This is an optimization exercise on Yosys and OpenROAD, whose aim is small area, not a production implementation. The RTL was checked by simulation tests, not by an equivalence proof against the original design. No activity file was given, so power comes from the tool's default toggle rates.

<file path="flow/design.v">
module rf_riscv_mp #(
    parameter  int unsigned XLEN   = 32,
    parameter  int unsigned DEPTH  = 32,
    parameter  int unsigned NRD    = 4,
    parameter  int unsigned BYPASS = 1,
    localparam int unsigned AW     = $clog2(DEPTH)
) (
    input  logic                  clk_i,
    input  logic                  rst_i,
    output logic                  ready_o,
    input  logic [NRD*AW-1:0]     read_addr_i,
    output logic [NRD*XLEN-1:0]   read_data_o,
    input  logic                  we0_i,
    input  logic [AW-1:0]         wa0_i,
    input  logic [XLEN-1:0]       wd0_i,
    input  logic                  we1_i,
    input  logic [AW-1:0]         wa1_i,
    input  logic [XLEN-1:0]       wd1_i,
    output logic                  wr_conflict_o
);
    localparam logic [AW-1:0] LAST_ADDR = AW'(DEPTH - 1);
    typedef enum logic {
        CLEAR = 1'b0,
        RUN   = 1'b1
    } state_t;
    state_t          state_q, state_d;
    logic [AW-1:0]   clr_cnt_q, clr_cnt_d;
    logic            ready_q, ready_d;
    logic            conflict_q, conflict_d;
    logic            clr_we_c;
    logic            wr0_en_c;
    logic            wr1_en_c;
    logic [XLEN-1:0] mem_q [DEPTH];
    always_ff @(posedge clk_i) begin
        if (rst_i) begin
            state_q    <= CLEAR;
            clr_cnt_q  <= AW'(1);
            ready_q    <= 1'b0;
            conflict_q <= 1'b0;
        end else begin
            state_q    <= state_d;
            clr_cnt_q  <= clr_cnt_d;
            ready_q    <= ready_d;
            conflict_q <= conflict_d;
        end
    end
    always_comb begin
        state_d    = state_q;
        clr_cnt_d  = clr_cnt_q;
        ready_d    = ready_q;
        conflict_d = 1'b0;
        clr_we_c   = 1'b0;
        wr0_en_c   = 1'b0;
        wr1_en_c   = 1'b0;
        unique case (state_q)
            CLEAR: begin
                clr_we_c  = 1'b1;
                clr_cnt_d = AW'(clr_cnt_q + 1'b1);
                if (clr_cnt_q == LAST_ADDR) begin
                    state_d = RUN;
                    ready_d = 1'b1;
                end
            end
            RUN: begin
                wr0_en_c   = we0_i && (wa0_i != '0);
                wr1_en_c   = we1_i && (wa1_i != '0);
                conflict_d = wr0_en_c && wr1_en_c && (wa0_i == wa1_i);
            end
        endcase
    end
    always_ff @(posedge clk_i) begin
        if (!rst_i) begin
            if (clr_we_c) begin
                mem_q[clr_cnt_q] <= '0;
            end
            if (wr0_en_c) begin
                mem_q[wa0_i] <= wd0_i;
            end
            if (wr1_en_c) begin
                mem_q[wa1_i] <= wd1_i;
            end
        end
    end
    for (genvar k = 0; k < NRD; k++) begin : g_rd
        logic [AW-1:0]   raddr;
        logic [XLEN-1:0] rdata;
        assign raddr = read_addr_i[k*AW +: AW];
        always_comb begin
            rdata = mem_q[raddr];
            if (BYPASS != 0) begin
                if (wr0_en_c && (wa0_i == raddr)) begin
                    rdata = wd0_i;
                end
                if (wr1_en_c && (wa1_i == raddr)) begin
                    rdata = wd1_i;
                end
            end
            if ((state_q != RUN) || (raddr == '0)) begin
                rdata = '0;
            end
        end
        assign read_data_o[k*XLEN +: XLEN] = rdata;
    end
    assign ready_o       = ready_q;
    assign wr_conflict_o = conflict_q;
endmodule
</file>
<file path="flow/run.sh">
#!/bin/bash
# synth_recipe.tcl (not shown) runs the flow's synth.tcl, then flattens the netlist and writes it again
# the make line also repeats each setting of config.mk as NAME=value (left out here)
make -C /OpenROAD-flow-scripts/flow DESIGN_CONFIG=/design/flow/config.mk WORK_HOME=/design/flow/orfs CLKGATE_MAP_FILE= SYNTH_SCRIPT=/design/flow/synth_recipe.tcl finish
</file>
<file path="flow/config.mk">
export PLATFORM = sky130hd
export DESIGN_NAME = rf_riscv_mp
export DESIGN_NICKNAME = rf_riscv_mp
export VERILOG_FILES = /design/flow/design.v
export SDC_FILE = /design/flow/constraint.sdc
export NUM_CORES = 4
export LEC_CHECK = 0
export CAP_MARGIN = 20
export CORE_MARGIN = 2
export CORE_UTILIZATION = 40
export SETUP_SLACK_MARGIN = 0.2
export SLEW_MARGIN = 20
</file>
<file path="flow/constraint.sdc">
create_clock -name core_clock -period 6.0 [get_ports {clk_i}]
set_input_delay 1.2000 -clock core_clock [delete_from_list [all_inputs] [get_ports {clk_i}]]
set_output_delay 1.2000 -clock core_clock [all_outputs]
set_load 0.01 [all_outputs]
</file>
==> summary.txt <==
- Comb power frac: 0.150
- Row count: 162
- Worst Min Path Start: clr_cnt_q[4]
- Core area: 0.1948 mm²
- Post-route cell area: 0.08939 mm²
- Outcome: complete, no violations
- Cell Pwr Density: 202.3 mW/mm²
- WP data required: 4800 ps
- Worst R2R End: mem_q[31][0]
- Synthesized area per cell: 10.37 µm²
- Post-DP Area: 0.08542 mm²
- # nets final: 7496
- Register area: 0.03091 mm²
- Vias/cell: 7.159
- Antenna violations before repair: 18
- Die ar.: 0.1994 mm²
- Synth top area cells: edfxtp_1 (39%), mux4_2 (15%), mux2i_1 (9.9%)
- Layout cells sized above 1: 0.1980
- Pre-CTS WS: 14.42 ps
- DRT iter0 DRCs: 12470
- Largest area contributor in the netlist: edfxtp_1
- FFs w/ async S/R, synth: 0
- Least-Margin Pin Slew: 1234 ps
- Hold path cells: 2
- Clock transition at path regs: 60 ps
- Static Leak: 0.02915 µW
- Synthesized area: 0.07835 mm²
- CTS Buffer Depth: 3
- Sw Share: 0.2860
- Fillers: 17540
- Reg2Reg Depth: 7
- CTS H-tree lvls: 3
- CP startpoint kind: input pin
- GRT Overall Usage: 0.3715
- Post-Syn Nets: 7659
- Internal power: 12910 µW
- GP Congestion: 0.9668
- Distinct cells, synth: 53
- Period utilization: 0.9749
- DRC Markers: 0
- Psw: 5172 µW
- Wirelength, routed: 380100 µm
- Worst path arrival time: 4650 ps
- Root Driver: clkbuf_16
- Worst Setup Slack, final: 150.7 ps
- First-pass GRT wire length: 523700 µm
- Final Max Slew Viols: 0
- Routed Antenna Nets: 0
- Worst-Skew Late Latency: 840 ps
- Synth warn: 1
- Clock power frac: 0.410
- R2r setup slk: 2090 ps
- DR WL/cell: 37.54 µm
- Syn Inst Count: 7559
- EDFF count, synth: 1024
- Seq/Total Area, Yosys: 0.3945
- Port Buf Inserts: 227
- Vias in the first global route: 68360
- HPWL after DPL: 231100 µm
- Area Growth Syn to Fin: 14.09%
- R2r startpoint: state_q
- Relative slew slack: 0.1772
- CTS Buf Count: 119
- Yosys reg bits: 1032
- Sequential power share: 0.440
- Min-delay worst type: flop to flop
- Hold Buf Count CTS: 0
- Clock Skews: 58.32 ps
- CTS tree: yes
- Hold path endpoint: clr_cnt_q[4]
- Largest net degree at the start of global routing: 91
- Setup Viol. Count Final: 0
- Area share of the largest cell type after synthesis: 0.3924
- Largest fanout on the critical path: 4
- Crit Path Class: input pin to output port
- Fin crit period: 5849 ps
- Multi-input logic area: 0.04458 mm²
- Die H: 446.6 µm
- Final Hold Fails: 0
- Pre-Repair DR Iteration Count: 9
- Maximum clock frequency: 0.1710 GHz
- Num Clock Sinks: 1032
- Main synth FF type: edfxtp_1
- Peak supply drop: 0.2681 mV
- Die Span X: 446.6 µm
- I/O pins: 228
- Fin Setup TNS: 0 ps
- Max cap viols: 0
- Worst setup EP type: output port
- Starting density of the core: 0.4022
- Vias: 72500
- RSZ-0062 raised after global routing: true
- Total gr overflow: 0
## critical path, stage by stage
cell and delay, ps:
clkdlybuf4s50_1 420, or4_4 610, o211ai_4 270, buf_4 160, nor4_1 60, buf_4 170, a31oi_1 140, o311ai_0 360
a21oi_1 500, buf_4 220, clkdlybuf4s50_1 540
## cell usage in the layout, fill, tap and decap left out, types with 8 or more instances in the layout
cell type,n
a211o_1,248
a21oi_1,255
a22oi_1,124
buf_12,94
buf_4,320
buf_6,9
bufinv_16,10
clkbuf_1,25
clkbuf_16,119
clkdlybuf4s50_1,192
clkinv_1,24
clkinv_2,23
dfxtp_1,8
diode_2,12
dlymetal6s2s_1,13
edfxtp_1,1024
inv_1,37
mux2_2,251
mux2i_1,772
mux4_2,524
nand2_1,1286
nand3_1,135
nand3b_1,9
nor2_1,11
nor2_4,34
o21ai_0,1246
o221ai_1,248
o22ai_1,248
o22ai_4,31
xnor2_1,27
xor2_1,21
## layer usage
metal / global-route usage / vias up / part of all wire
met5: 0 / - / 0.00029
met4: 0.2767 / 16 / 0.088
met3: 0.1292 / 1637 / 0.16
met2: 0.5233 / 6771 / 0.41
met1: 0.4688 / 34950 / 0.34
li1: - / 29130 / -
## synthesized netlist by cell type, drive strengths merged, types with 4 or more instances
cell,instances
buf,189
nand2b,6
mux2,251
xnor2,27
edfxtp,1024
clkbuf,739
or3,4
a211o,248
dfxtp,8
mux4,524
nand3b,9
nor2,45
xor2,21
o221ai,248
nor2b,11
o22ai,279
nand3,138
a31oi,4
o21ai,1246
and3,4
or4,11
a21oi,255
nand2,1292
nor4,8
a22oi,124
nor3,5
mux2i,772
inv,38
## cells by family after synthesis
kind of cell | synth area share
DFF | 0.3945
buffers and inverters | 0.04795
xor gates and xnor gates | 0.005366
adders and majority gates | 0.0003193
muxes | 0.2853
and+or+nand+nor | 0.07890
AOI/OAI and AO/OA | 0.1877
## power by group through the flow
stage               Sequential, µW  Clock, µW  Combinational (µW)
finish                        7960       7420                2710
global route                  7970       7650                2720
global placement              8100          0                2580
floorplan                     8090          0                1510
detailed placement            8110          0                2580
CTS                           7960       7400                2580
## layout make-up
class	count	area share
tap	2624	0.03673
clock buffer	146	0.03467
clock inverter	70	0.007684
inverter	38	0.001596
multi-input combinational	5561	0.4987
sequential	1032	0.3458
antenna	12	0.0003359
timing repair buffer	644	0.07455
## metrics by stage
stage | std cells | power [µW] | hold WS [ps] | util
after global routing | 10120 | 18340 | 626.9 | 0.4588
after detailed placement | 9895 | 10690 | 570.7 | 0.4385
after floorplan | 7559 | 9603 | 502.7 | -
final | 10130 | 18080 | 577.5 | 0.4589
after CTS | 10110 | 17940 | 581.7 | 0.4582
after global placement | 9895 | 10680 | 570.1 | 0.4385
## what timing repair did
item,in CTS,in global routing
setup buffers,2,1
endpoints found under the setup margin,108,85
resized for setup,17,24
pin swaps,2,2
## state kept, by name, summed over array words and instances (netlist names)
register,cells
clr_cnt_q,5
state_q,1
conflict_q,1
mem_q,1024
ready_q,1
## worst max-delay path by stage
stage                        start              end  cells past startpoint
final                     wa0_i[4]  read_data_o[30]                     11
after CTS                 wa0_i[2]  read_data_o[12]                     11
after global routing      wa0_i[4]  read_data_o[44]                     11
after floorplan           wa0_i[1]      mem_q[3][0]                      9
after detailed placement  wa0_i[1]  read_data_o[12]                     10
after global placement    wa0_i[1]  read_data_o[10]                     10

-- re-timing with driven ports --
No port has a modelled driver above. Below, the same layout with a new extraction and two added sets of constraints.
Step 1 sets driving cells, clkbuf_16 on the clock port and buf_2 on the other inputs (assumed; they add their load-dependent delay and slew).
Step 2, shift: input delay + t, output delay - t, t = (earliest + latest rising clock arrival at the registers) / 2. This alone moves slack from input paths to output paths.
Slacks: no drivers / after step 1 / after step 2; pairs: no drivers / after step 1.
t, ns: 0.883
slack for setup (ns): 0.151 / 0.114 / 0.114
worst setup path after step 2: input to output
clock arrival spread, ns: 0.078 / 0.078
slew at the worst register clock pin (ns): 0.07 / 0.07
After both steps setup and hold are still met in this run. The setup slack of this run moves by -0.037 ns with the drivers and by -0.037 ns with both steps.
